Source: an optimization exercise on an open RTL-to-GDS flow (aim: small area and a short achievable clock period). Production flows keep margins and buffers that such runs may drop. Function was checked by simulation only, so behaviour that the tests miss may differ from the original. Power figures rest on the tool's default switching activity, not on a simulated workload.

### flow/design.v
`timescale 1ns/1ps
module fp16_pipe #(
    parameter int W  = 1,
    parameter bit EN = 1'b1
) (
    input  logic         clk,
    input  logic [W-1:0] d,
    output logic [W-1:0] q
);
    if (EN) begin : g_reg
        always_ff @(posedge clk) q <= d;
    end else begin : g_wire
        assign q = d;
    end
endmodule
module fp16_vpipe #(
    parameter bit EN = 1'b1
) (
    input  logic clk,
    input  logic rst,
    input  logic d,
    output logic q
);
    if (EN) begin : g_reg
        always_ff @(posedge clk)
            if (rst) q <= 1'b0;
            else     q <= d;
    end else begin : g_wire
        assign q = d & ~rst;
    end
endmodule
module fp16_unpack (
    input  logic [15:0] w_i,
    output logic [10:0] sig_o,
    output logic [4:0]  exp_o
);
    logic n;
    always_comb begin
        n     = w_i[14:10] != 5'd0;
        sig_o = {n, w_i[9:0]};
        exp_o = n ? w_i[14:10] : {4'd0, w_i[9:0] != 10'd0};
    end
endmodule
`timescale 1ns/1ps
module fp16_mul_a (
    input  logic [10:0] a_i,
    input  logic [10:0] b_i,
    output logic [57:0] cs_o
);
    logic pp0_0;
    assign pp0_0 = a_i[0] & b_i[0];
    logic pp0_1;
    assign pp0_1 = a_i[0] & b_i[1];
    logic pp0_2;
    assign pp0_2 = a_i[0] & b_i[2];
    logic pp0_3;
    assign pp0_3 = a_i[0] & b_i[3];
    logic pp0_4;
    assign pp0_4 = a_i[0] & b_i[4];
    logic pp0_5;
    assign pp0_5 = a_i[0] & b_i[5];
    logic pp0_6;
    assign pp0_6 = a_i[0] & b_i[6];
    logic pp0_7;
    assign pp0_7 = a_i[0] & b_i[7];
    logic pp0_8;
    assign pp0_8 = a_i[0] & b_i[8];
    logic pp0_9;
    assign pp0_9 = a_i[0] & b_i[9];
    logic pp0_10;
    assign pp0_10 = a_i[0] & b_i[10];
    logic pp1_0;
    assign pp1_0 = a_i[1] & b_i[0];
    logic pp1_1;
    assign pp1_1 = a_i[1] & b_i[1];
    logic pp1_2;
    assign pp1_2 = a_i[1] & b_i[2];
    logic pp1_3;
    assign pp1_3 = a_i[1] & b_i[3];
    logic pp1_4;
    assign pp1_4 = a_i[1] & b_i[4];
    logic pp1_5;
    assign pp1_5 = a_i[1] & b_i[5];
    logic pp1_6;
    assign pp1_6 = a_i[1] & b_i[6];
    logic pp1_7;
    assign pp1_7 = a_i[1] & b_i[7];
    logic pp1_8;
    assign pp1_8 = a_i[1] & b_i[8];
    logic pp1_9;
    assign pp1_9 = a_i[1] & b_i[9];
    logic pp1_10;
    assign pp1_10 = a_i[1] & b_i[10];
    logic pp2_0;
    assign pp2_0 = a_i[2] & b_i[0];
    logic pp2_1;
    assign pp2_1 = a_i[2] & b_i[1];
    logic pp2_2;
    assign pp2_2 = a_i[2] & b_i[2];
    logic pp2_3;
    assign pp2_3 = a_i[2] & b_i[3];
    logic pp2_4;
    assign pp2_4 = a_i[2] & b_i[4];
    logic pp2_5;
    assign pp2_5 = a_i[2] & b_i[5];
    logic pp2_6;
    assign pp2_6 = a_i[2] & b_i[6];
    logic pp2_7;
    assign pp2_7 = a_i[2] & b_i[7];
    logic pp2_8;
    assign pp2_8 = a_i[2] & b_i[8];
    logic pp2_9;
    assign pp2_9 = a_i[2] & b_i[9];
    logic pp2_10;
    assign pp2_10 = a_i[2] & b_i[10];
    logic pp3_0;
    assign pp3_0 = a_i[3] & b_i[0];
    logic pp3_1;
    assign pp3_1 = a_i[3] & b_i[1];
    logic pp3_2;
    assign pp3_2 = a_i[3] & b_i[2];
    logic pp3_3;
    assign pp3_3 = a_i[3] & b_i[3];
    logic pp3_4;
    assign pp3_4 = a_i[3] & b_i[4];
    logic pp3_5;
    assign pp3_5 = a_i[3] & b_i[5];
    logic pp3_6;
    assign pp3_6 = a_i[3] & b_i[6];
    logic pp3_7;
    assign pp3_7 = a_i[3] & b_i[7];
    logic pp3_8;
    assign pp3_8 = a_i[3] & b_i[8];
    logic pp3_9;
    assign pp3_9 = a_i[3] & b_i[9];
    logic pp3_10;
    assign pp3_10 = a_i[3] & b_i[10];
    logic pp4_0;
    assign pp4_0 = a_i[4] & b_i[0];
    logic pp4_1;
    assign pp4_1 = a_i[4] & b_i[1];
    logic pp4_2;
    assign pp4_2 = a_i[4] & b_i[2];
    logic pp4_3;
    assign pp4_3 = a_i[4] & b_i[3];
    logic pp4_4;
    assign pp4_4 = a_i[4] & b_i[4];
    logic pp4_5;
    assign pp4_5 = a_i[4] & b_i[5];
    logic pp4_6;
    assign pp4_6 = a_i[4] & b_i[6];
    logic pp4_7;
    assign pp4_7 = a_i[4] & b_i[7];
    logic pp4_8;
    assign pp4_8 = a_i[4] & b_i[8];
    logic pp4_9;
    assign pp4_9 = a_i[4] & b_i[9];
    logic pp4_10;
    assign pp4_10 = a_i[4] & b_i[10];
    logic pp5_0;
    assign pp5_0 = a_i[5] & b_i[0];
    logic pp5_1;
    assign pp5_1 = a_i[5] & b_i[1];
    logic pp5_2;
    assign pp5_2 = a_i[5] & b_i[2];
    logic pp5_3;
    assign pp5_3 = a_i[5] & b_i[3];
    logic pp5_4;
    assign pp5_4 = a_i[5] & b_i[4];
    logic pp5_5;
    assign pp5_5 = a_i[5] & b_i[5];
    logic pp5_6;
    assign pp5_6 = a_i[5] & b_i[6];
    logic pp5_7;
    assign pp5_7 = a_i[5] & b_i[7];
    logic pp5_8;
    assign pp5_8 = a_i[5] & b_i[8];
    logic pp5_9;
    assign pp5_9 = a_i[5] & b_i[9];
    logic pp5_10;
    assign pp5_10 = a_i[5] & b_i[10];
    logic pp6_0;
    assign pp6_0 = a_i[6] & b_i[0];
    logic pp6_1;
    assign pp6_1 = a_i[6] & b_i[1];
    logic pp6_2;
    assign pp6_2 = a_i[6] & b_i[2];
    logic pp6_3;
    assign pp6_3 = a_i[6] & b_i[3];
    logic pp6_4;
    assign pp6_4 = a_i[6] & b_i[4];
    logic pp6_5;
    assign pp6_5 = a_i[6] & b_i[5];
    logic pp6_6;
    assign pp6_6 = a_i[6] & b_i[6];
    logic pp6_7;
    assign pp6_7 = a_i[6] & b_i[7];
    logic pp6_8;
    assign pp6_8 = a_i[6] & b_i[8];
    logic pp6_9;
    assign pp6_9 = a_i[6] & b_i[9];
    logic pp6_10;
    assign pp6_10 = a_i[6] & b_i[10];
    logic pp7_0;
    assign pp7_0 = a_i[7] & b_i[0];
    logic pp7_1;
    assign pp7_1 = a_i[7] & b_i[1];
    logic pp7_2;
    assign pp7_2 = a_i[7] & b_i[2];
    logic pp7_3;
    assign pp7_3 = a_i[7] & b_i[3];
    logic pp7_4;
    assign pp7_4 = a_i[7] & b_i[4];
    logic pp7_5;
    assign pp7_5 = a_i[7] & b_i[5];
    logic pp7_6;
    assign pp7_6 = a_i[7] & b_i[6];
    logic pp7_7;
    assign pp7_7 = a_i[7] & b_i[7];
    logic pp7_8;
    assign pp7_8 = a_i[7] & b_i[8];
    logic pp7_9;
    assign pp7_9 = a_i[7] & b_i[9];
    logic pp7_10;
    assign pp7_10 = a_i[7] & b_i[10];
    logic pp8_0;
    assign pp8_0 = a_i[8] & b_i[0];
    logic pp8_1;
    assign pp8_1 = a_i[8] & b_i[1];
    logic pp8_2;
    assign pp8_2 = a_i[8] & b_i[2];
    logic pp8_3;
    assign pp8_3 = a_i[8] & b_i[3];
    logic pp8_4;
    assign pp8_4 = a_i[8] & b_i[4];
    logic pp8_5;
    assign pp8_5 = a_i[8] & b_i[5];
    logic pp8_6;
    assign pp8_6 = a_i[8] & b_i[6];
    logic pp8_7;
    assign pp8_7 = a_i[8] & b_i[7];
    logic pp8_8;
    assign pp8_8 = a_i[8] & b_i[8];
    logic pp8_9;
    assign pp8_9 = a_i[8] & b_i[9];
    logic pp8_10;
    assign pp8_10 = a_i[8] & b_i[10];
    logic pp9_0;
    assign pp9_0 = a_i[9] & b_i[0];
    logic pp9_1;
    assign pp9_1 = a_i[9] & b_i[1];
    logic pp9_2;
    assign pp9_2 = a_i[9] & b_i[2];
    logic pp9_3;
    assign pp9_3 = a_i[9] & b_i[3];
    logic pp9_4;
    assign pp9_4 = a_i[9] & b_i[4];
    logic pp9_5;
    assign pp9_5 = a_i[9] & b_i[5];
    logic pp9_6;
    assign pp9_6 = a_i[9] & b_i[6];
    logic pp9_7;
    assign pp9_7 = a_i[9] & b_i[7];
    logic pp9_8;
    assign pp9_8 = a_i[9] & b_i[8];
    logic pp9_9;
    assign pp9_9 = a_i[9] & b_i[9];
    logic pp9_10;
    assign pp9_10 = a_i[9] & b_i[10];
    logic pp10_0;
    assign pp10_0 = a_i[10] & b_i[0];
    logic pp10_1;
    assign pp10_1 = a_i[10] & b_i[1];
    logic pp10_2;
    assign pp10_2 = a_i[10] & b_i[2];
    logic pp10_3;
    assign pp10_3 = a_i[10] & b_i[3];
    logic pp10_4;
    assign pp10_4 = a_i[10] & b_i[4];
    logic pp10_5;
    assign pp10_5 = a_i[10] & b_i[5];
    logic pp10_6;
    assign pp10_6 = a_i[10] & b_i[6];
    logic pp10_7;
    assign pp10_7 = a_i[10] & b_i[7];
    logic pp10_8;
    assign pp10_8 = a_i[10] & b_i[8];
    logic pp10_9;
    assign pp10_9 = a_i[10] & b_i[9];
    logic pp10_10;
    assign pp10_10 = a_i[10] & b_i[10];
    logic w1;
    logic w2;
    logic w3;
    logic w4;
    logic w5;
    logic w6;
    logic w7;
    logic w8;
    logic w9;
    logic w10;
    logic w11;
    logic w12;
    assign w1 = pp0_9 ^ pp1_8;
    assign w2 = pp0_9 & pp1_8;
    assign w3 = pp1_9 ^ pp2_8 ^ pp3_7;
    assign w4 = (pp1_9 & pp2_8) | (pp1_9 & pp3_7) | (pp2_8 & pp3_7);
    assign w5 = pp4_6 ^ pp5_5;
    assign w6 = pp4_6 & pp5_5;
    assign w7 = pp2_9 ^ pp3_8 ^ pp4_7;
    assign w8 = (pp2_9 & pp3_8) | (pp2_9 & pp4_7) | (pp3_8 & pp4_7);
    assign w9 = pp5_6 ^ pp6_5;
    assign w10 = pp5_6 & pp6_5;
    assign w11 = pp3_9 ^ pp4_8 ^ pp5_7;
    assign w12 = (pp3_9 & pp4_8) | (pp3_9 & pp5_7) | (pp4_8 & pp5_7);
    logic w13;
    logic w14;
    logic w15;
    logic w16;
    logic w17;
    logic w18;
    logic w19;
    logic w20;
    logic w21;
    logic w22;
    logic w23;
    logic w24;
    logic w25;
    logic w26;
    logic w27;
    logic w28;
    logic w29;
    logic w30;
    logic w31;
    logic w32;
    logic w33;
    logic w34;
    logic w35;
    logic w36;
    logic w37;
    logic w38;
    logic w39;
    logic w40;
    logic w41;
    logic w42;
    logic w43;
    logic w44;
    logic w45;
    logic w46;
    logic w47;
    logic w48;
    logic w49;
    logic w50;
    logic w51;
    logic w52;
    logic w53;
    logic w54;
    logic w55;
    logic w56;
    logic w57;
    logic w58;
    logic w59;
    logic w60;
    assign w13 = pp0_6 ^ pp1_5;
    assign w14 = pp0_6 & pp1_5;
    assign w15 = pp0_7 ^ pp1_6 ^ pp2_5;
    assign w16 = (pp0_7 & pp1_6) | (pp0_7 & pp2_5) | (pp1_6 & pp2_5);
    assign w17 = pp3_4 ^ pp4_3;
    assign w18 = pp3_4 & pp4_3;
    assign w19 = pp0_8 ^ pp1_7 ^ pp2_6;
    assign w20 = (pp0_8 & pp1_7) | (pp0_8 & pp2_6) | (pp1_7 & pp2_6);
    assign w21 = pp3_5 ^ pp4_4 ^ pp5_3;
    assign w22 = (pp3_5 & pp4_4) | (pp3_5 & pp5_3) | (pp4_4 & pp5_3);
    assign w23 = pp6_2 ^ pp7_1;
    assign w24 = pp6_2 & pp7_1;
    assign w25 = pp2_7 ^ pp3_6 ^ pp4_5;
    assign w26 = (pp2_7 & pp3_6) | (pp2_7 & pp4_5) | (pp3_6 & pp4_5);
    assign w27 = pp5_4 ^ pp6_3 ^ pp7_2;
    assign w28 = (pp5_4 & pp6_3) | (pp5_4 & pp7_2) | (pp6_3 & pp7_2);
    assign w29 = pp8_1 ^ pp9_0 ^ w1;
    assign w30 = (pp8_1 & pp9_0) | (pp8_1 & w1) | (pp9_0 & w1);
    assign w31 = pp6_4 ^ pp7_3 ^ pp8_2;
    assign w32 = (pp6_4 & pp7_3) | (pp6_4 & pp8_2) | (pp7_3 & pp8_2);
    assign w33 = pp9_1 ^ pp0_10 ^ pp10_0;
    assign w34 = (pp9_1 & pp0_10) | (pp9_1 & pp10_0) | (pp0_10 & pp10_0);
    assign w35 = w3 ^ w5 ^ w2;
    assign w36 = (w3 & w5) | (w3 & w2) | (w5 & w2);
    assign w37 = pp7_4 ^ pp8_3 ^ pp9_2;
    assign w38 = (pp7_4 & pp8_3) | (pp7_4 & pp9_2) | (pp8_3 & pp9_2);
    assign w39 = pp1_10 ^ pp10_1 ^ w7;
    assign w40 = (pp1_10 & pp10_1) | (pp1_10 & w7) | (pp10_1 & w7);
    assign w41 = w9 ^ w4 ^ w6;
    assign w42 = (w9 & w4) | (w9 & w6) | (w4 & w6);
    assign w43 = pp6_6 ^ pp7_5 ^ pp8_4;
    assign w44 = (pp6_6 & pp7_5) | (pp6_6 & pp8_4) | (pp7_5 & pp8_4);
    assign w45 = pp9_3 ^ pp2_10 ^ pp10_2;
    assign w46 = (pp9_3 & pp2_10) | (pp9_3 & pp10_2) | (pp2_10 & pp10_2);
    assign w47 = w11 ^ w8 ^ w10;
    assign w48 = (w11 & w8) | (w11 & w10) | (w8 & w10);
    assign w49 = pp4_9 ^ pp5_8 ^ pp6_7;
    assign w50 = (pp4_9 & pp5_8) | (pp4_9 & pp6_7) | (pp5_8 & pp6_7);
    assign w51 = pp7_6 ^ pp8_5 ^ pp9_4;
    assign w52 = (pp7_6 & pp8_5) | (pp7_6 & pp9_4) | (pp8_5 & pp9_4);
    assign w53 = pp3_10 ^ pp10_3 ^ w12;
    assign w54 = (pp3_10 & pp10_3) | (pp3_10 & w12) | (pp10_3 & w12);
    assign w55 = pp5_9 ^ pp6_8 ^ pp7_7;
    assign w56 = (pp5_9 & pp6_8) | (pp5_9 & pp7_7) | (pp6_8 & pp7_7);
    assign w57 = pp8_6 ^ pp9_5 ^ pp4_10;
    assign w58 = (pp8_6 & pp9_5) | (pp8_6 & pp4_10) | (pp9_5 & pp4_10);
    assign w59 = pp6_9 ^ pp7_8 ^ pp8_7;
    assign w60 = (pp6_9 & pp7_8) | (pp6_9 & pp8_7) | (pp7_8 & pp8_7);
    logic w61;
    logic w62;
    logic w63;
    logic w64;
    logic w65;
    logic w66;
    logic w67;
    logic w68;
    logic w69;
    logic w70;
    logic w71;
    logic w72;
    logic w73;
    logic w74;
    logic w75;
    logic w76;
    logic w77;
    logic w78;
    logic w79;
    logic w80;
    logic w81;
    logic w82;
    logic w83;
    logic w84;
    logic w85;
    logic w86;
    logic w87;
    logic w88;
    logic w89;
    logic w90;
    logic w91;
    logic w92;
    logic w93;
    logic w94;
    logic w95;
    logic w96;
    logic w97;
    logic w98;
    logic w99;
    logic w100;
    logic w101;
    logic w102;
    logic w103;
    logic w104;
    logic w105;
    logic w106;
    logic w107;
    logic w108;
    logic w109;
    logic w110;
    logic w111;
    logic w112;
    assign w61 = pp0_4 ^ pp1_3;
    assign w62 = pp0_4 & pp1_3;
    assign w63 = pp0_5 ^ pp1_4 ^ pp2_3;
    assign w64 = (pp0_5 & pp1_4) | (pp0_5 & pp2_3) | (pp1_4 & pp2_3);
    assign w65 = pp3_2 ^ pp4_1;
    assign w66 = pp3_2 & pp4_1;
    assign w67 = pp2_4 ^ pp3_3 ^ pp4_2;
    assign w68 = (pp2_4 & pp3_3) | (pp2_4 & pp4_2) | (pp3_3 & pp4_2);
    assign w69 = pp5_1 ^ pp6_0 ^ w13;
    assign w70 = (pp5_1 & pp6_0) | (pp5_1 & w13) | (pp6_0 & w13);
    assign w71 = pp5_2 ^ pp6_1 ^ pp7_0;
    assign w72 = (pp5_2 & pp6_1) | (pp5_2 & pp7_0) | (pp6_1 & pp7_0);
    assign w73 = w15 ^ w17 ^ w14;
    assign w74 = (w15 & w17) | (w15 & w14) | (w17 & w14);
    assign w75 = pp8_0 ^ w19 ^ w21;
    assign w76 = (pp8_0 & w19) | (pp8_0 & w21) | (w19 & w21);
    assign w77 = w23 ^ w16 ^ w18;
    assign w78 = (w23 & w16) | (w23 & w18) | (w16 & w18);
    assign w79 = w25 ^ w27 ^ w29;
    assign w80 = (w25 & w27) | (w25 & w29) | (w27 & w29);
    assign w81 = w20 ^ w22 ^ w24;
    assign w82 = (w20 & w22) | (w20 & w24) | (w22 & w24);
    assign w83 = w31 ^ w33 ^ w35;
    assign w84 = (w31 & w33) | (w31 & w35) | (w33 & w35);
    assign w85 = w26 ^ w28 ^ w30;
    assign w86 = (w26 & w28) | (w26 & w30) | (w28 & w30);
    assign w87 = w37 ^ w39 ^ w41;
    assign w88 = (w37 & w39) | (w37 & w41) | (w39 & w41);
    assign w89 = w32 ^ w34 ^ w36;
    assign w90 = (w32 & w34) | (w32 & w36) | (w34 & w36);
    assign w91 = w43 ^ w45 ^ w47;
    assign w92 = (w43 & w45) | (w43 & w47) | (w45 & w47);
    assign w93 = w38 ^ w40 ^ w42;
    assign w94 = (w38 & w40) | (w38 & w42) | (w40 & w42);
    assign w95 = w49 ^ w51 ^ w53;
    assign w96 = (w49 & w51) | (w49 & w53) | (w51 & w53);
    assign w97 = w44 ^ w46 ^ w48;
    assign w98 = (w44 & w46) | (w44 & w48) | (w46 & w48);
    assign w99 = pp10_4 ^ w55 ^ w57;
    assign w100 = (pp10_4 & w55) | (pp10_4 & w57) | (w55 & w57);
    assign w101 = w50 ^ w52 ^ w54;
    assign w102 = (w50 & w52) | (w50 & w54) | (w52 & w54);
    assign w103 = pp9_6 ^ pp5_10 ^ pp10_5;
    assign w104 = (pp9_6 & pp5_10) | (pp9_6 & pp10_5) | (pp5_10 & pp10_5);
    assign w105 = w59 ^ w56 ^ w58;
    assign w106 = (w59 & w56) | (w59 & w58) | (w56 & w58);
    assign w107 = pp7_9 ^ pp8_8 ^ pp9_7;
    assign w108 = (pp7_9 & pp8_8) | (pp7_9 & pp9_7) | (pp8_8 & pp9_7);
    assign w109 = pp6_10 ^ pp10_6 ^ w60;
    assign w110 = (pp6_10 & pp10_6) | (pp6_10 & w60) | (pp10_6 & w60);
    assign w111 = pp8_9 ^ pp9_8 ^ pp7_10;
    assign w112 = (pp8_9 & pp9_8) | (pp8_9 & pp7_10) | (pp9_8 & pp7_10);
    logic w113;
    logic w114;
    logic w115;
    logic w116;
    logic w117;
    logic w118;
    logic w119;
    logic w120;
    logic w121;
    logic w122;
    logic w123;
    logic w124;
    logic w125;
    logic w126;
    logic w127;
    logic w128;
    logic w129;
    logic w130;
    logic w131;
    logic w132;
    logic w133;
    logic w134;
    logic w135;
    logic w136;
    logic w137;
    logic w138;
    logic w139;
    logic w140;
    logic w141;
    logic w142;
    logic w143;
    logic w144;
    assign w113 = pp0_3 ^ pp1_2;
    assign w114 = pp0_3 & pp1_2;
    assign w115 = pp2_2 ^ pp3_1 ^ pp4_0;
    assign w116 = (pp2_2 & pp3_1) | (pp2_2 & pp4_0) | (pp3_1 & pp4_0);
    assign w117 = pp5_0 ^ w63 ^ w65;
    assign w118 = (pp5_0 & w63) | (pp5_0 & w65) | (w63 & w65);
    assign w119 = w67 ^ w69 ^ w64;
    assign w120 = (w67 & w69) | (w67 & w64) | (w69 & w64);
    assign w121 = w71 ^ w73 ^ w68;
    assign w122 = (w71 & w73) | (w71 & w68) | (w73 & w68);
    assign w123 = w75 ^ w77 ^ w72;
    assign w124 = (w75 & w77) | (w75 & w72) | (w77 & w72);
    assign w125 = w79 ^ w81 ^ w76;
    assign w126 = (w79 & w81) | (w79 & w76) | (w81 & w76);
    assign w127 = w83 ^ w85 ^ w80;
    assign w128 = (w83 & w85) | (w83 & w80) | (w85 & w80);
    assign w129 = w87 ^ w89 ^ w84;
    assign w130 = (w87 & w89) | (w87 & w84) | (w89 & w84);
    assign w131 = w91 ^ w93 ^ w88;
    assign w132 = (w91 & w93) | (w91 & w88) | (w93 & w88);
    assign w133 = w95 ^ w97 ^ w92;
    assign w134 = (w95 & w97) | (w95 & w92) | (w97 & w92);
    assign w135 = w99 ^ w101 ^ w96;
    assign w136 = (w99 & w101) | (w99 & w96) | (w101 & w96);
    assign w137 = w103 ^ w105 ^ w100;
    assign w138 = (w103 & w105) | (w103 & w100) | (w105 & w100);
    assign w139 = w107 ^ w109 ^ w104;
    assign w140 = (w107 & w109) | (w107 & w104) | (w109 & w104);
    assign w141 = pp10_7 ^ w111 ^ w108;
    assign w142 = (pp10_7 & w111) | (pp10_7 & w108) | (w111 & w108);
    assign w143 = pp9_9 ^ pp8_10 ^ pp10_8;
    assign w144 = (pp9_9 & pp8_10) | (pp9_9 & pp10_8) | (pp8_10 & pp10_8);
    assign cs_o = {pp10_10, w144, pp10_9, pp9_10, w143, w142, w112, w141, w140, w110, w139, w138, w106, w137, w136, w102, w135, w134, w98, w133, w132, w94, w131, w130, w90, w129, w128, w86, w127, w126, w82, w125, w124, w78, w123, w122, w74, w121, w120, w70, w119, w118, w66, w117, w116, w62, w115, w114, w61, w113, pp3_0, pp2_1, pp2_0, pp1_1, pp0_2, pp1_0, pp0_1, pp0_0};
endmodule
module fp16_mul_b (
    input  logic [57:0] cs_i,
    output logic [21:0] row0_o,
    output logic [21:0] row1_o
);
    logic pp0_0;
    assign pp0_0 = cs_i[0];
    logic pp0_1;
    assign pp0_1 = cs_i[1];
    logic pp1_0;
    assign pp1_0 = cs_i[2];
    logic pp0_2;
    assign pp0_2 = cs_i[3];
    logic pp1_1;
    assign pp1_1 = cs_i[4];
    logic pp2_0;
    assign pp2_0 = cs_i[5];
    logic pp2_1;
    assign pp2_1 = cs_i[6];
    logic pp3_0;
    assign pp3_0 = cs_i[7];
    logic w113;
    assign w113 = cs_i[8];
    logic w61;
    assign w61 = cs_i[9];
    logic w114;
    assign w114 = cs_i[10];
    logic w115;
    assign w115 = cs_i[11];
    logic w62;
    assign w62 = cs_i[12];
    logic w116;
    assign w116 = cs_i[13];
    logic w117;
    assign w117 = cs_i[14];
    logic w66;
    assign w66 = cs_i[15];
    logic w118;
    assign w118 = cs_i[16];
    logic w119;
    assign w119 = cs_i[17];
    logic w70;
    assign w70 = cs_i[18];
    logic w120;
    assign w120 = cs_i[19];
    logic w121;
    assign w121 = cs_i[20];
    logic w74;
    assign w74 = cs_i[21];
    logic w122;
    assign w122 = cs_i[22];
    logic w123;
    assign w123 = cs_i[23];
    logic w78;
    assign w78 = cs_i[24];
    logic w124;
    assign w124 = cs_i[25];
    logic w125;
    assign w125 = cs_i[26];
    logic w82;
    assign w82 = cs_i[27];
    logic w126;
    assign w126 = cs_i[28];
    logic w127;
    assign w127 = cs_i[29];
    logic w86;
    assign w86 = cs_i[30];
    logic w128;
    assign w128 = cs_i[31];
    logic w129;
    assign w129 = cs_i[32];
    logic w90;
    assign w90 = cs_i[33];
    logic w130;
    assign w130 = cs_i[34];
    logic w131;
    assign w131 = cs_i[35];
    logic w94;
    assign w94 = cs_i[36];
    logic w132;
    assign w132 = cs_i[37];
    logic w133;
    assign w133 = cs_i[38];
    logic w98;
    assign w98 = cs_i[39];
    logic w134;
    assign w134 = cs_i[40];
    logic w135;
    assign w135 = cs_i[41];
    logic w102;
    assign w102 = cs_i[42];
    logic w136;
    assign w136 = cs_i[43];
    logic w137;
    assign w137 = cs_i[44];
    logic w106;
    assign w106 = cs_i[45];
    logic w138;
    assign w138 = cs_i[46];
    logic w139;
    assign w139 = cs_i[47];
    logic w110;
    assign w110 = cs_i[48];
    logic w140;
    assign w140 = cs_i[49];
    logic w141;
    assign w141 = cs_i[50];
    logic w112;
    assign w112 = cs_i[51];
    logic w142;
    assign w142 = cs_i[52];
    logic w143;
    assign w143 = cs_i[53];
    logic pp9_10;
    assign pp9_10 = cs_i[54];
    logic pp10_9;
    assign pp10_9 = cs_i[55];
    logic w144;
    assign w144 = cs_i[56];
    logic pp10_10;
    assign pp10_10 = cs_i[57];
    logic w145;
    logic w146;
    logic w147;
    logic w148;
    logic w149;
    logic w150;
    logic w151;
    logic w152;
    logic w153;
    logic w154;
    logic w155;
    logic w156;
    logic w157;
    logic w158;
    logic w159;
    logic w160;
    logic w161;
    logic w162;
    logic w163;
    logic w164;
    logic w165;
    logic w166;
    logic w167;
    logic w168;
    logic w169;
    logic w170;
    logic w171;
    logic w172;
    logic w173;
    logic w174;
    logic w175;
    logic w176;
    logic w177;
    logic w178;
    logic w179;
    logic w180;
    assign w145 = pp0_2 ^ pp1_1;
    assign w146 = pp0_2 & pp1_1;
    assign w147 = pp2_1 ^ pp3_0 ^ w113;
    assign w148 = (pp2_1 & pp3_0) | (pp2_1 & w113) | (pp3_0 & w113);
    assign w149 = w61 ^ w115 ^ w114;
    assign w150 = (w61 & w115) | (w61 & w114) | (w115 & w114);
    assign w151 = w62 ^ w117 ^ w116;
    assign w152 = (w62 & w117) | (w62 & w116) | (w117 & w116);
    assign w153 = w66 ^ w119 ^ w118;
    assign w154 = (w66 & w119) | (w66 & w118) | (w119 & w118);
    assign w155 = w70 ^ w121 ^ w120;
    assign w156 = (w70 & w121) | (w70 & w120) | (w121 & w120);
    assign w157 = w74 ^ w123 ^ w122;
    assign w158 = (w74 & w123) | (w74 & w122) | (w123 & w122);
    assign w159 = w78 ^ w125 ^ w124;
    assign w160 = (w78 & w125) | (w78 & w124) | (w125 & w124);
    assign w161 = w82 ^ w127 ^ w126;
    assign w162 = (w82 & w127) | (w82 & w126) | (w127 & w126);
    assign w163 = w86 ^ w129 ^ w128;
    assign w164 = (w86 & w129) | (w86 & w128) | (w129 & w128);
    assign w165 = w90 ^ w131 ^ w130;
    assign w166 = (w90 & w131) | (w90 & w130) | (w131 & w130);
    assign w167 = w94 ^ w133 ^ w132;
    assign w168 = (w94 & w133) | (w94 & w132) | (w133 & w132);
    assign w169 = w98 ^ w135 ^ w134;
    assign w170 = (w98 & w135) | (w98 & w134) | (w135 & w134);
    assign w171 = w102 ^ w137 ^ w136;
    assign w172 = (w102 & w137) | (w102 & w136) | (w137 & w136);
    assign w173 = w106 ^ w139 ^ w138;
    assign w174 = (w106 & w139) | (w106 & w138) | (w139 & w138);
    assign w175 = w110 ^ w141 ^ w140;
    assign w176 = (w110 & w141) | (w110 & w140) | (w141 & w140);
    assign w177 = w112 ^ w143 ^ w142;
    assign w178 = (w112 & w143) | (w112 & w142) | (w143 & w142);
    assign w179 = pp9_10 ^ pp10_9 ^ w144;
    assign w180 = (pp9_10 & pp10_9) | (pp9_10 & w144) | (pp10_9 & w144);
    assign row0_o = {1'b0, pp10_10, w179, w177, w175, w173, w171, w169, w167, w165, w163, w161, w159, w157, w155, w153, w151, w149, w147, pp2_0, pp0_1, pp0_0};
    assign row1_o = {1'b0, w180, w178, w176, w174, w172, w170, w168, w166, w164, w162, w160, w158, w156, w154, w152, w150, w148, w146, w145, pp1_0, 1'b0};
endmodule
module fp16_mul_cpa (
    input  logic [21:0] row0_i,
    input  logic [21:0] row1_i,
    output logic [21:0] prod_o
);
    assign prod_o = row0_i + row1_i;
endmodule
`timescale 1ns/1ps
module fp16_expo1 (
    input  logic [4:0]  k_exp_i,
    input  logic [4:0]  x_exp_i,
    input  logic [15:0] b_i,
    output logic [10:0] b_sig_o,
    output logic [4:0]  b_exp_o,
    output logic [5:0]  es_o         
);
    logic b_n;
    always_comb begin
        b_n     = b_i[14:10] != 5'd0;
        b_exp_o = b_n ? b_i[14:10] : 5'd1;
        b_sig_o = {b_n, b_i[9:0]};
        es_o    = {1'b0, k_exp_i} + {1'b0, x_exp_i};
    end
endmodule
module fp16_expo2 (
    input  logic [4:0] b_exp_i,
    input  logic [5:0] es_i,
    input  logic       p_sign_i,
    input  logic       b_sign_i,
    output logic       p_wins_o,
    output logic [4:0] shift_o,      
    output logic       drop_o,       
    output logic       edge_o,       
    output logic [5:0] exp_o,        
    output logic       sign_o,
    output logic       sub_o
);
    logic [5:0] t, pe;
    logic [6:0] d, nd;      
    always_comb begin
        t        = {1'b0, b_exp_i} + 6'd15;
        d        = {1'b0, es_i} - {1'b0, t};
        nd       = {1'b0, t} - {1'b0, es_i};
        pe       = es_i - 6'd15;           
        p_wins_o = nd[6];
        if (p_wins_o) begin
            shift_o = d[4:0];
            drop_o  = d[5:0] > 6'd21;
            edge_o  = d[5:0] == 6'd21;    
            exp_o   = pe;
            sign_o  = p_sign_i;
        end else begin
            shift_o = nd[4:0];
            drop_o  = nd[5:0] > 6'd22;
            edge_o  = nd[5:0] == 6'd22;   
            exp_o   = {1'b0, b_exp_i};
            sign_o  = b_sign_i;
        end
        sub_o = p_sign_i ^ b_sign_i;
    end
endmodule
module fp16_align (
    input  logic [21:0] prod_i,
    input  logic [10:0] b_sig_i,
    input  logic        p_wins_i,
    input  logic [4:0]  shift_i,
    input  logic        drop_i,
    input  logic        edge_i,
    input  logic        sub_i,
    output logic [21:0] hi_o,
    output logic [32:0] lo_o
);
    logic        p_top, drop;
    logic [21:0] p, bb, lo_in;
    logic [32:0] lo;
    always_comb begin
        p_top = prod_i[21];
        p     = {prod_i[21:1], prod_i[0] & ~p_top};
        bb    = {1'b0, b_sig_i, 10'd0};
        drop  = drop_i | (edge_i & (p_top ~^ p_wins_i));
        hi_o  = p_wins_i ? p : bb;
        lo_in = p_wins_i ? bb : p;
        lo    = drop ? 33'd0 : {lo_in, 11'd0} >> shift_i;
        lo_o  = sub_i ? ~lo : lo;
    end
endmodule
module fp16_add (
    input  logic [21:0] hi_i,
    input  logic [32:0] lo_i,
    input  logic        sub_i,
    output logic [33:0] mag_o,
    output logic        neg_o
);
    logic [34:0] t0, t1;
    always_comb begin
        t0    = {1'b0, hi_i, 11'd0} + {1'b0, sub_i, lo_i};
        t1    = {1'b0, hi_i, 11'd0} + {1'b0, sub_i, lo_i} + 35'd1;
        neg_o = sub_i & ~t0[34];
        if (!sub_i)
            mag_o = t0[33:0];
        else if (t0[34])
            mag_o = t1[33:0];
        else
            mag_o = ~t0[33:0];
    end
endmodule
`timescale 1ns/1ps
module fp16_lzc (
    input  logic [33:0] v_i,
    output logic [5:0]  n_o
);
    logic [63:0] z [7];
    logic [5:0]  c [7][64];
    always_comb begin
        for (int i = 0; i < 64; i++) begin
            z[0][i] = (i < 34) ? ~v_i[33 - i] : 1'b1;
            c[0][i] = '0;
        end
        for (int l = 1; l <= 6; l++) begin
            for (int i = 0; i < 64; i++) begin
                z[l][i] = 1'b0;
                c[l][i] = '0;
            end
            for (int i = 0; i < (64 >> l); i++) begin
                z[l][i] = z[l-1][2*i] & z[l-1][2*i+1];
                if (z[l-1][2*i])
                    c[l][i] = c[l-1][2*i+1] | 6'(1 << (l - 1));
                else
                    c[l][i] = c[l-1][2*i];
            end
        end
        n_o = c[6][0];
    end
endmodule
module fp16_mark (
    input  logic [5:0] exp_i,
    output logic [3:0] hi_o,
    output logic [7:0] lo_o
);
    logic [5:0] j;
    always_comb begin
        j    = 6'd32 - exp_i;
        hi_o = (exp_i <= 6'd32) ? 4'(4'd1 << j[4:3]) : 4'd0;
        lo_o = 8'(8'd1 << j[2:0]);
    end
endmodule
module fp16_normalize (
    input  logic [33:0] mag_i,
    input  logic [3:0]  mark_hi_i,
    input  logic [7:0]  mark_lo_i,
    output logic [14:0] top_o,      
    output logic [5:0]  shift_o     
);
    logic [33:0] m, n;
    fp16_lzc lzc_i (.v_i(m), .n_o(shift_o));
    always_comb begin
        for (int i = 0; i < 34; i++)
            m[i] = mag_i[i] | (i < 32 && mark_hi_i[i / 8] && mark_lo_i[i % 8]);
        n     = mag_i << {shift_o[5:2], 2'b00};
        top_o = n[33:19];
    end
endmodule
module fp16_fine (
    input  logic [14:0] top_i,
    input  logic [1:0]  shift_i,
    output logic [10:0] sig_o,
    output logic        rnd_o
);
    logic [14:0] n;
    always_comb begin
        n     = top_i << shift_i;
        sig_o = n[14:4];
        rnd_o = n[3];
    end
endmodule
module fp16_round (
    input  logic        sign_i,
    input  logic [10:0] sig_i,
    input  logic        rnd_i,
    input  logic [5:0]  e2_i,
    input  logic [5:0]  shift_i,
    output logic [15:0] result_o
);
    logic        inc;
    logic [5:0]  e0, e1, e;
    logic [9:0]  frac;
    logic        sat, zero;
    always_comb begin
        inc  = rnd_i & (&sig_i[9:0]);           
        e0   = e2_i - shift_i;
        e1   = e2_i - shift_i + 6'd1;
        e    = sig_i[10] ? (inc ? e1 : e0) : {5'd0, inc};
        frac = sig_i[9:0] + 10'(rnd_i);
        sat  = e > 6'd30;
        zero = ~sig_i[10] & (sig_i[9:0] == 10'd0) & ~rnd_i;
        if (sat)
            result_o = {sign_i, 15'h7BFF};
        else if (zero)
            result_o = 16'd0;
        else
            result_o = {sign_i, e[4:0], frac};
    end
endmodule
`timescale 1ns/1ps
module fp16_mac (
    input  logic                        clk,
    input  logic                        rst,
    input  logic                        in_valid_i,
    input  logic [2-1:0]           tag_i,
    input  logic [16-1:0]          k_i,
    input  logic [16-1:0]          x_i,
    input  logic [16-1:0]          b_i,
    output logic                        out_valid_o,
    output logic [2-1:0]           tag_o,
    output logic [16-1:0]          result_o
);
    localparam int CSW = 58;       
    logic [10:0] u_k_sig, u_x_sig;
    logic [4:0]  u_k_exp, u_x_exp;
    logic [CSW-1:0] m_cs, c1_cs;
    logic [10:0] e_b_sig, c1_b_sig;
    logic [4:0]  e_b_exp, c1_b_exp;
    logic [5:0]  e_es, c1_es;
    logic        c1_p_sign, c1_b_sign;
    logic [1:0]  c1_tag;
    logic        c1_valid;
    fp16_unpack unpack_k (.w_i(k_i), .sig_o(u_k_sig), .exp_o(u_k_exp));
    fp16_unpack unpack_x (.w_i(x_i), .sig_o(u_x_sig), .exp_o(u_x_exp));
    fp16_mul_a mul_a_i (.a_i(u_k_sig), .b_i(u_x_sig), .cs_o(m_cs));
    fp16_expo1 expo1_i (
        .k_exp_i(u_k_exp), .x_exp_i(u_x_exp), .b_i(b_i),
        .b_sig_o(e_b_sig), .b_exp_o(e_b_exp), .es_o(e_es)
    );
    fp16_vpipe #(1'b1) c1_v (.clk, .rst, .d(in_valid_i), .q(c1_valid));
    fp16_pipe #(CSW + 26, 1'b1) c1 (.clk,
        .d({m_cs, e_b_sig, e_b_exp, e_es, k_i[15] ^ x_i[15], b_i[15], tag_i}),
        .q({c1_cs, c1_b_sig, c1_b_exp, c1_es, c1_p_sign, c1_b_sign, c1_tag}));
    logic [21:0] m_row0, m_row1, m_prod, c2_prod;
    logic        x_p_wins, x_drop, x_edge, x_sign, x_sub;
    logic [4:0]  x_shift;
    logic [5:0]  x_exp;
    logic [10:0] c2_b_sig;
    logic        c2_p_wins, c2_drop, c2_edge, c2_sign, c2_sub;
    logic [4:0]  c2_shift;
    logic [5:0]  c2_exp;
    logic [1:0]  c2_tag;
    logic        c2_valid;
    fp16_mul_b mul_b_i (.cs_i(c1_cs), .row0_o(m_row0), .row1_o(m_row1));
    fp16_mul_cpa mul_cpa_i (.row0_i(m_row0), .row1_i(m_row1), .prod_o(m_prod));
    fp16_expo2 expo2_i (
        .b_exp_i(c1_b_exp), .es_i(c1_es), .p_sign_i(c1_p_sign), .b_sign_i(c1_b_sign),
        .p_wins_o(x_p_wins), .shift_o(x_shift), .drop_o(x_drop), .edge_o(x_edge),
        .exp_o(x_exp), .sign_o(x_sign), .sub_o(x_sub)
    );
    fp16_vpipe #(1'b1) c2_v (.clk, .rst, .d(c1_valid), .q(c2_valid));
    fp16_pipe #(51, 1'b1) c2 (.clk,
        .d({m_prod, c1_b_sig, x_p_wins, x_shift, x_drop, x_edge, x_exp, x_sign, x_sub, c1_tag}),
        .q({c2_prod, c2_b_sig, c2_p_wins, c2_shift, c2_drop, c2_edge, c2_exp, c2_sign, c2_sub, c2_tag}));
    logic [21:0] a_hi, c3_hi;
    logic [32:0] a_lo, c3_lo;
    logic [5:0]  c3_exp;
    logic        c3_sign, c3_sub;
    logic [1:0]  c3_tag;
    logic        c3_valid;
    fp16_align align_i (
        .prod_i(c2_prod), .b_sig_i(c2_b_sig), .p_wins_i(c2_p_wins), .shift_i(c2_shift),
        .drop_i(c2_drop), .edge_i(c2_edge), .sub_i(c2_sub), .hi_o(a_hi), .lo_o(a_lo)
    );
    fp16_vpipe #(1'b1) c3_v (.clk, .rst, .d(c2_valid), .q(c3_valid));
    fp16_pipe #(65, 1'b1) c3 (.clk,
        .d({a_hi, a_lo, c2_exp, c2_sign, c2_sub, c2_tag}),
        .q({c3_hi, c3_lo, c3_exp, c3_sign, c3_sub, c3_tag}));
    logic [33:0] d_mag, c4_mag;
    logic        d_neg;
    logic [5:0]  c4_e2;
    logic [3:0]  k_mark_hi, c4_mark_hi;
    logic [7:0]  k_mark_lo, c4_mark_lo;
    logic        c4_sign;
    logic [1:0]  c4_tag;
    logic        c4_valid;
    fp16_add add_i (.hi_i(c3_hi), .lo_i(c3_lo), .sub_i(c3_sub), .mag_o(d_mag), .neg_o(d_neg));
    fp16_vpipe #(1'b1) c4_v (.clk, .rst, .d(c3_valid), .q(c4_valid));
    fp16_mark mark_i (.exp_i(c3_exp), .hi_o(k_mark_hi), .lo_o(k_mark_lo));
    fp16_pipe #(55, 1'b1) c4 (.clk,
        .d({d_mag, c3_exp + 6'd2, k_mark_hi, k_mark_lo, c3_sign ^ d_neg, c3_tag}),
        .q({c4_mag, c4_e2, c4_mark_hi, c4_mark_lo, c4_sign, c4_tag}));
    logic [14:0] n_top, c5_top;
    logic        c5_sign;
    logic [5:0]  n_shift, c5_shift, c5_e2;
    logic [1:0]  c5_tag;
    logic        c5_valid;
    fp16_normalize normalize_i (.mag_i(c4_mag), .mark_hi_i(c4_mark_hi), .mark_lo_i(c4_mark_lo), .top_o(n_top), .shift_o(n_shift));
    fp16_vpipe #(1'b1) c5_v (.clk, .rst, .d(c4_valid), .q(c5_valid));
    fp16_pipe #(30, 1'b1) c5 (.clk,
        .d({n_top, n_shift, c4_e2, c4_sign, c4_tag}),
        .q({c5_top, c5_shift, c5_e2, c5_sign, c5_tag}));
    logic [15:0] r_result;
    logic [10:0] f_sig;
    logic        f_rnd;
    fp16_fine fine_i (.top_i(c5_top), .shift_i(c5_shift[1:0]), .sig_o(f_sig), .rnd_o(f_rnd));
    fp16_round round_i (.sign_i(c5_sign), .sig_i(f_sig), .rnd_i(f_rnd), .e2_i(c5_e2), .shift_i(c5_shift), .result_o(r_result));
    always_ff @(posedge clk) begin
        if (rst) begin
            out_valid_o <= 1'b0;
            tag_o       <= '0;
            result_o    <= '0;
        end else begin
            out_valid_o <= c5_valid;
            if (c5_valid) begin
                tag_o    <= c5_tag;
                result_o <= r_result;
            end
        end
    end
endmodule
### flow/flow/run.sh
#!/bin/bash
# Standard layout, with the port buffers made of plain buffers (buf_2)
# instead of the delay cells that buffer_ports picks by default.
set -e
export BUFFER_PORTS_ARGS="-buffer_cell sky130_fd_sc_hd__buf_2"
bash standard.sh > standard.log 2>&1
### flow/standard.sh
#!/bin/bash
# synth_recipe.tcl (not shown) runs the flow's synth.tcl, then flattens the netlist and writes it again
# the make line also repeats each setting of config.mk as NAME=value (left out here)
make -C /OpenROAD-flow-scripts/flow DESIGN_CONFIG=/design/flow/config.mk WORK_HOME=/design/flow/orfs CLKGATE_MAP_FILE= SYNTH_SCRIPT=/design/flow/synth_recipe.tcl "${@:-finish}"
### flow/config.mk
export PLATFORM = sky130hd
export DESIGN_NAME = fp16_mac
export DESIGN_NICKNAME = fp16_mac
export VERILOG_FILES = /design/flow/design.v
export SDC_FILE = /design/flow/constraint.sdc
export NUM_CORES = 4
export LEC_CHECK = 0
export CAP_MARGIN = 20
export CORE_MARGIN = 2
export CORE_UTILIZATION = 40
export CTS_CLUSTER_DIAMETER = 70
export CTS_CLUSTER_SIZE = 40
export SETUP_SLACK_MARGIN = 3.0
export SLEW_MARGIN = 20
### flow/constraint.sdc
create_clock -name core_clock -period 6.0 [get_ports {clk}]
set_input_delay 1.2000 -clock core_clock [delete_from_list [all_inputs] [get_ports {clk}]]
set_output_delay 1.2000 -clock core_clock [all_outputs]
set_load 0.01 [all_outputs]
==> results of run 1 <==
[cells by family (layout without fill, tap and decap cells)]
family / count (synthesis) / in the layout / share of synthesized area
XOR/XNOR: 145 / 145 / 0.0742
adder cells (fa/ha/maj): 168 / 168 / 0.160
AND/OR/NAND/NOR: 538 / 538 / 0.156
AO/OA/AOI/OAI: 357 / 357 / 0.137
flip-flops: 309 / 309 / 0.361
buffers and inverters: 207 / 282 / 0.0463
multiplexers: 77 / 77 / 0.0649
[power groups by stage]
stage | registers, W | clock network (W) | logic [W]
6_report | 0.00347 | 0.00159 | 0.00579
5_1_grt | 0.00356 | 0.00173 | 0.00640
4_1_cts | 0.00346 | 0.00165 | 0.00545
3_5_place_dp | 0.00350 | 0 | 0.00512
3_3_place_gp | 0.00350 | 0 | 0.00505
2_1_floorplan | 0.00311 | 0 | 0.00414
[layout make-up]
class	instances	area, sq um
Timing Repair inverter	1	5.00
Sequential cell	309	6200
Clock buffer	21	526
Tap cell	539	674
Multi-Input combinational cell	1285	10600
Inverter	122	469
Clock inverter	16	256
Fill cell	3955	22600
Timing Repair Buffer	122	837
[Yosys cell counts, types with 13 or more instances]
| cell type | n |
|---|---|
| a21o_1 | 26 |
| and2_1 | 91 |
| nor4_1 | 13 |
| mux2_2 | 22 |
| xnor2_1 | 88 |
| a221o_1 | 18 |
| inv_1 | 119 |
| a21oi_1 | 85 |
| nand2_1 | 175 |
| nor3_1 | 24 |
| mux2i_1 | 33 |
| dfxtp_1 | 309 |
| fa_1 | 86 |
| clkbuf_1 | 74 |
| nor2_1 | 116 |
| ha_1 | 82 |
| nor2b_1 | 15 |
| xor2_1 | 57 |
| nand3_1 | 34 |
| a211oi_1 | 22 |
| nand4_1 | 16 |
| and3_1 | 17 |
| o21ai_0 | 95 |
[per-layer routing]
layer	GRT usage	vias up	share of wire
met3	0.0196	81	0.035
met5	0	-	0
met2	0.319	295	0.49
li1	-	6303	-
met1	0.236	6189	0.44
met4	0.0653	0	0.032
[per-stage QoR]
step | cell area (sq um) | std cells
6_report | 19600 | 2415
5_1_grt | 19600 | 2415
4_1_cts | 19100 | 2385
3_5_place_dp | 18000 | 2334
3_3_place_gp | 18000 | 2334
2_1_floorplan | 17300 | 1801
[cells in the final DEF (no fill, tap or decap), types with 19 or more instances in the layout]
master,n
xor2_1,53
mux2i_1,32
o21ai_0,80
a21o_1,25
nand2_1,172
and2_1,81
dfxtp_1,301
buf_2,61
inv_1,111
ha_1,76
a21oi_1,76
nor2_1,114
clkbuf_16,21
mux2_2,22
a211oi_1,19
nor3_1,20
buf_4,47
xnor2_1,85
fa_1,76
nand3_1,30
[timing repair]
item / 4_1_cts / 5_1_grt
setup endpoints to repair: 82 / 63
gates resized for setup: 69 / 71
pin swaps: 23 / 30
buffers inserted: 14 / 29
cloned: 0 / 1
[registers in the layout, summed over array words and instances (netlist names), 2 cells and up]
register,flops
c3.q,65
c5.q,30
c1.q,84
c2.q,51
result_o,16
tag_o,2
c4.q,55
[worst max-delay path: stages]
cell and delay [ps]:
buf_12 110, and2_4 150, fa_1 540, inv_2 40, fa_1 480, inv_2 40, fa_1 490, fa_1 410
[final timing paths]
| kind | startpoint | end | slack [ps] | cells after the start |
|---|---|---|---|---|
| min | c2.q[3] | c3.q[3] | 320 | 0 |
| min reg2reg | c2.q[3] | c3.q[3] | 320 | 0 |
| max reg2reg | c5.q[10] | result_o[9] | 3080 | 12 |
| max | k_i[2] | c1.q[58] | 2960 | 8 |
==> summary.md, run 1 <==
| Metric | Value |
|---|---|
| Achievable Freq | `0.329 GHz` |
| Worst endpoint required time | `6420 ps` |
| Htree depth | `1` |
| Sequential area share after synthesis | `0.361` |
| Synth top area cells | `dfxtp_1, fa_1, ha_1` |
| Antenna Nets Post-Route | `0` |
| Pint | `~0.0061 W` |
| Initial antenna violation count | `0` |
| Sequential power share | `0.320` |
| Setup slack after placement | `between 2000 and 2500 ps` |
| Ys Warns | `21` |
| Dpl hpwl | `31800 um` |
| Total CTS buffers | `21` |
| # DRC | `0` |
| Total global routing overflow | `0` |
| Peak VDD IR | `~0.23 mV` |
| Main synth FF type | `dfxtp_1` |
| PwrDens | `around 550 mW/mm^2` |
| Vias in the first global route | `12800` |
| Util after Layout | `0.464` |
| Final Max Tran Viols | `0` |
| Hold Buf Count CTS | `0` |
| Largest net degree at the start of global routing | `40` |
| Die Span Y | `between 200 and 250 um` |
| P_leak | `8.35 nW` |
| Net Sw Power | `about 0.0048 W` |
| WL final | `between 40000 and 50000 um` |
| Worst EP arrival | `~3500 ps` |
| Final setup viols | `0` |
| First-pass GRT wire length | `65900 um` |
| Post-Syn Nets | `a little over 2000` |
| Via/cell ratio | `5.33` |
| Die width | `around 210 um` |
| Row count | `75` |
| Full die area | `around 0.044 sq mm` |
| RSZ-0062 raised after global routing | `yes` |
| Post-synth EDFFs | `0` |
| Mapped Area | `approximately 0.017 sq mm` |
| DRC marker count from the first detailed-route iteration | `approximately 880` |
| Clk pwr share | `0.147` |
| Fin Setup TNS | `0 ps` |
| P&R area growth vs syn | `14.2%` |
| Final Cycle Share | `0.507` |
| Critical Path End Type | `flop` |
| Clock Pin Slew Worst Setup and Hold Paths | `approximately 100 ps` |
| Sw frac | `0.439` |
| Total clock sinks | `between 300 and 400` |
| Share of layout cells above drive strength 1 | `0.170` |
| Unique masters post-synth | `about 80` |
| GRT Util Overall | `0.183` |
| Syn Area/Cell | `between 9 and 10 sq um` |
| Tot Pwr | `about 0.011 W` |
| Placer Congestion | `0.924` |
| Worst skew pair latency | `between 500 and 600 ps` |
| Fin Hold WS | `322 ps` |
| Power share of the combinational group | `0.534` |
| Least-Margin Pin Slew | `between 900 and 1000 ps` |
| Initial core utilization | `0.406` |
| Hold Path Class | `flop to flop` |
| FF+latch count, synth | `~310` |
| Ant. Diodes | `0` |
| Max-Cap Viols | `0` |
| Avg WL per Cell | `~17 um` |
| Final Hold Viols | `0` |
| Num ports | `just over 70` |
| Core ar. | `approximately 0.042 sq mm` |
| Setup Crit Path Kind | `input pin to flop` |
| Total number of vias | `12900` |
| Crit path max fanout | `8` |
| Tmin final | `between 3000 and 4000 ps` |
| PortBufs | `71` |
| Final worst setup slack | `2960 ps` |
| Post-Synthesis Cells | `approximately 1800` |
| Async SR Flop Fraction | `0` |
| CP Launch Type | `input pin` |
| Synth top area share | `0.361` |
| Pre-antenna DRT Iters | `6` |
| CTS root buf | `clkbuf_16` |
| Clock buffer depth | `3` |
| Largest area contributor in the netlist | `dfxtp_1` |
| Slew Limit Headroom | `0.391` |
| CTS tree | `built` |
| Nets@finish | `around 2100` |
| Status | `complete, no violations` |
| Fin Clk Skew | `20.3 ps` |
==> inputs of run 2 (changes only) <==
==> flow/flow/run.sh (replaced) <==
#!/bin/bash
# Standard layout, with the port buffers made of plain buffers (buf_1)
# instead of the delay cells that buffer_ports picks by default.
set -e
export BUFFER_PORTS_ARGS="-buffer_cell sky130_fd_sc_hd__buf_1"
bash standard.sh > standard.log 2>&1
==> summary.md, run 2 <==
| Metric | Value |
|---|---|
| Status | `complete, no violations (unchanged)` |
| Die width | `211 um (unchanged)` |
| Synth top area share | `0.361 (unchanged)` |
| Pre-antenna DRT Iters | `5 (was 6)` |
| Cell with the most instances after synthesis | `dfxtp_1 (unchanged)` |
| Crit path max fanout | `12 (was 8)` |
| Via/cell ratio | `5.32 (was 5.33)` |
| Async SR Flop Fraction | `0 (unchanged)` |
| PortBufs | `71 (unchanged)` |
| Core ar. | `0.0421 sq mm (unchanged)` |
| Synth top area cells | `dfxtp_1, fa_1, ha_1 (unchanged)` |
| Least-Margin Pin Slew | `918 ps (was 913 ps)` |
| Crit-path max cell delay | `530 ps (was 540 ps)` |
| Worst R2R End | `c4.q[52] (was result_o[9])` |
| Ordered cell list for the critical path | `buf_6, and2_4, fa_1, inv_2, fa_2, inv_2, fa_1, fa_1 (was buf_12, and2_4, fa_1, inv_2, fa_1, inv_2, fa_1, fa_1)` |
| Worst endpoint required time | `6440 ps (was 6420 ps)` |
| Post-Syn Nets | `2022 (unchanged)` |
| Sequential area share after synthesis | `0.361 (unchanged)` |
| Htree depth | `1 (unchanged)` |
| # DRC | `0 (unchanged)` |
| Commonest cells in the netlist | `dfxtp_1, nand2_1, inv_1 (unchanged)` |
| Regs by FF count | `c1.q: 84 flops, c3.q: 65 flops, c4.q: 55 flops (unchanged)` |
| CTS tree | `built (unchanged)` |
| Slew Limit Headroom | `0.387 (was 0.391)` |
| Tot Pwr | `0.0109 W (about the same)` |
| PwrDens | `556 mW/mm^2 (was 555 mW/mm^2)` |
| Total number of vias | `12900 (about the same)` |
| Nets@finish | `2084 (was 2083)` |
| Hold Path Class | `flop to flop (unchanged)` |
| First-pass GRT wire length | `65700 um (was 65900 um)` |
| Largest net degree at the start of global routing | `40 (unchanged)` |
| GR Util met1 | `0.236 (about the same)` |
| Most Frequent Cell on Critical Path | `fa_1 (unchanged)` |
| Final Max Tran Viols | `0 (unchanged)` |
| Final cell count without fillers | `2415 (unchanged)` |
| Most frequent cells in the layout | `dfxtp_1, nand2_1, nor2_1 (unchanged)` |
| Hold Buf Count CTS | `0 (unchanged)` |
| DRC marker count from the first detailed-route iteration | `698 (was 875)` |
| Initial core utilization | `0.406 (unchanged)` |
| Util after Layout | `0.464 (about the same)` |
| Worst skew pair latency | `550 ps (was 540 ps)` |
| Worst Min Path Start | `c3.q[0] (was c2.q[3])` |
| Share of layout cells above drive strength 1 | `0.146 (was 0.170)` |
| Total clock sinks | `309 (unchanged)` |
| Ant. Diodes | `0 (unchanged)` |
| R2R setup slack | `3070 ps (was 3080 ps)` |
| Final Cycle Share | `0.509 (was 0.507)` |
| Peak VDD IR | `0.219 mV (was 0.227 mV)` |
| CP bufs+invs | `3 (unchanged)` |
| Tmin final | `3050 ps (was 3040 ps)` |
| Placed insts | `2333 (was 2334)` |
| Met3 usage | `0.0180 (was 0.0196)` |
| Fin Clk Skew | `26.0 ps (was 20.3 ps)` |
| Ys Warns | `21 (unchanged)` |
| Mapped Area | `0.0171 sq mm (unchanged)` |
| Multi-input logic area | `0.0107 sq mm (was 0.0106 sq mm)` |
| Fill count | `3919 (was 3955)` |
| Final Hold Viols | `0 (unchanged)` |
| WL final | `41000 um (was 40900 um)` |
| Total global routing overflow | `0 (unchanged)` |
| Setup Crit Path Kind | `input pin to flop (unchanged)` |
| Vias in the first global route | `12800 (about the same)` |
| Main synth FF type | `dfxtp_1 (unchanged)` |
| Unique masters post-synth | `82 (unchanged)` |
| Clock Pin Slew Worst Setup and Hold Paths | `100 ps (about the same)` |
| P&R area growth vs syn | `14.3% (was 14.2%)` |
| P_leak | `8.17 nW (was 8.35 nW)` |
| CP top delay family | `adder cells (unchanged)` |
| Avg WL per Cell | `17.0 um (about the same)` |
| Full die area | `0.0445 sq mm (unchanged)` |
| Num ports | `72 (unchanged)` |
| Dpl hpwl | `31500 um (was 31800 um)` |
| Largest area contributor in the netlist | `dfxtp_1 (unchanged)` |
| Post-Synthesis Cells | `1801 (unchanged)` |
| Syn Area/Cell | `9.51 sq um (unchanged)` |
| Critical Path End Type | `flop (unchanged)` |
| Slowest cell on crit path | `fa_2 (was fa_1)` |
| Achievable Freq | `0.327 GHz (was 0.329 GHz)` |
| CTS root buf | `clkbuf_16 (unchanged)` |
| GRT Util Overall | `0.182 (was 0.183)` |
| Final setup viols | `0 (unchanged)` |
| Post-synth EDFFs | `0 (unchanged)` |
| CP Launch Type | `input pin (unchanged)` |
| Die Span Y | `211 um (unchanged)` |
| Clock buffer depth | `3 (unchanged)` |
| Total CTS buffers | `20 (was 21)` |
| Max-Cap Viols | `0 (unchanged)` |
| GR Layer Usage met2 | `0.320 (was 0.319)` |
| Seq. cell area | `0.00620 sq mm (about the same)` |
| FF+latch count, synth | `309 (unchanged)` |
| Initial antenna violation count | `0 (unchanged)` |
| Fin Setup TNS | `0 ps (unchanged)` |
| Reg2Reg Depth | `11 (was 12)` |
| Antenna Nets Post-Route | `0 (unchanged)` |
| Crit Reg-Reg Startpoint | `c3.q[21] (was c5.q[10])` |
| Max FFs per register | `84 (unchanged)` |
| Reg with most FFs | `c1.q (unchanged)` |
| RSZ-0062 raised after global routing | `yes (unchanged)` |
| Layer with the highest usage | `met2 (unchanged)` |
| Worst EP arrival | `3500 ps (was 3470 ps)` |
| Most common cell after layout, fill and taps aside | `dfxtp_1 (unchanged)` |
| Row count | `75 (unchanged)` |
| Placer Congestion | `0.940 (was 0.924)` |
| Worst Hold Path EP | `c4.q[0] (was c3.q[3])` |
| Hold path depth | `0 (unchanged)` |
run 2: cell counts after synthesis:
No cell type changed its count.
run 2: cell families (layout without fill, tap and decap cells):
family / after synthesis / in the layout / share of synthesized area
simple gates: 538 / 539 / 0.156
buf+inv: 207 / 281 / 0.0463
flops: 309 / 309 / 0.361
fa+ha+maj: 168 / 168 / 0.160
compound gates: 357 / 357 / 0.137
xor+xnor: 145 / 145 / 0.0742
mux: 77 / 77 / 0.0649
run 2: worst max-delay path by stage:
| stage | start | endpoint | slack (ps) | cells after the start |
|---|---|---|---|---|
| 6_report | k_i[3] | c1.q[58] | 2950 | 8 |
| 5_1_grt | k_i[3] | c1.q[58] | 2920 | 8 |
| 4_1_cts | k_i[2] | c1.q[58] | 2930 | 8 |
| 3_5_place_dp | x_i[8] | c1.q[55] | 2060 | 6 |
| 3_3_place_gp | x_i[7] | c1.q[61] | 2120 | 7 |
| 2_1_floorplan | x_i[7] | c1.q[58] | 2440 | 8 |
run 2: repair_timing:
action	4_1_cts	5_1_grt
gates cloned	0	3
setup buffers	14	30
pin swaps	24	42
endpoints found under the setup margin	97	59
gates resized for setup	84	92
run 2: area by class of cell:
| cell class | instances | area share |
|---|---|---|
| Clock buffer | 21 | 0.0269 |
| Clock inverter | 14 | 0.0109 |
| Inverter | 122 | 0.0240 |
| Multi-Input combinational cell | 1286 | 0.546 |
| Sequential cell | 309 | 0.317 |
| Tap cell | 539 | 0.0345 |
| Timing Repair Buffer | 123 | 0.0410 |
| Timing Repair inverter | 1 | 0.000256 |
run 2: per-layer routing:
| metal | part of all wire | up-vias |
|---|---|---|
| li1 | - | 6300 |
| met1 | 0.44 | 6187 |
| met2 | 0.49 | 287 |
| met3 | 0.036 | 85 |
| met4 | 0.033 | 0 |
| met5 | 0 | - |
run 2: per-stage QoR:
stage	worst slack (ps)	instance area [sq um]	hold WS, ps
floorplan	2440	17300	310
global placement	2120	17900	310
detailed placement	2060	17900	312
CTS	2930	19000	321
global route	2920	19600	327
finish	2950	19600	320
run 2: power by group:
| part | switching [W] | leakage, nW | internal (W) |
|---|---|---|---|
| logic | 0.00322 | 5.23 | 0.00262 |
| clock network | 0.000818 | 0.353 | 0.000743 |
| registers | 0.000717 | 2.59 | 0.00276 |
| total | 0.00476 | 8.17 | 0.00613 |

==> what the ideal ports hide <==
The flow's constraints put no driver on any port. The routed layouts listed below were extracted and timed again, unchanged, in two steps. Step 1 assumes that a clkbuf_16 drives the clock port and a buf_2 every other input. Step 2 also shifts input and output timing later by t, the mid clock arrival at the registers, as if the neighbouring blocks saw the same clock. Three values: ideal ports, drivers, drivers and shift; two values: the first two.
run | shift t [ns] | setup slack, ns | worst hold slack (ns) | worst register clock-pin slew, ns | cell pins on the clock port's net
run 1 | 0.579 | 2.958 / 2.962 / 2.383 | 0.322 / 0.322 / 0.322 | 0.10 / 0.10 | 1
run 2 | 0.589 | 2.945 / 2.953 / 2.364 | 0.320 / 0.320 / 0.320 | 0.10 / 0.10 | 1
After both steps every run listed still meets setup and hold. For run 2, which loses most, drivers alone change the setup slack by +0.008 ns; drivers and shift together by -0.581 ns.
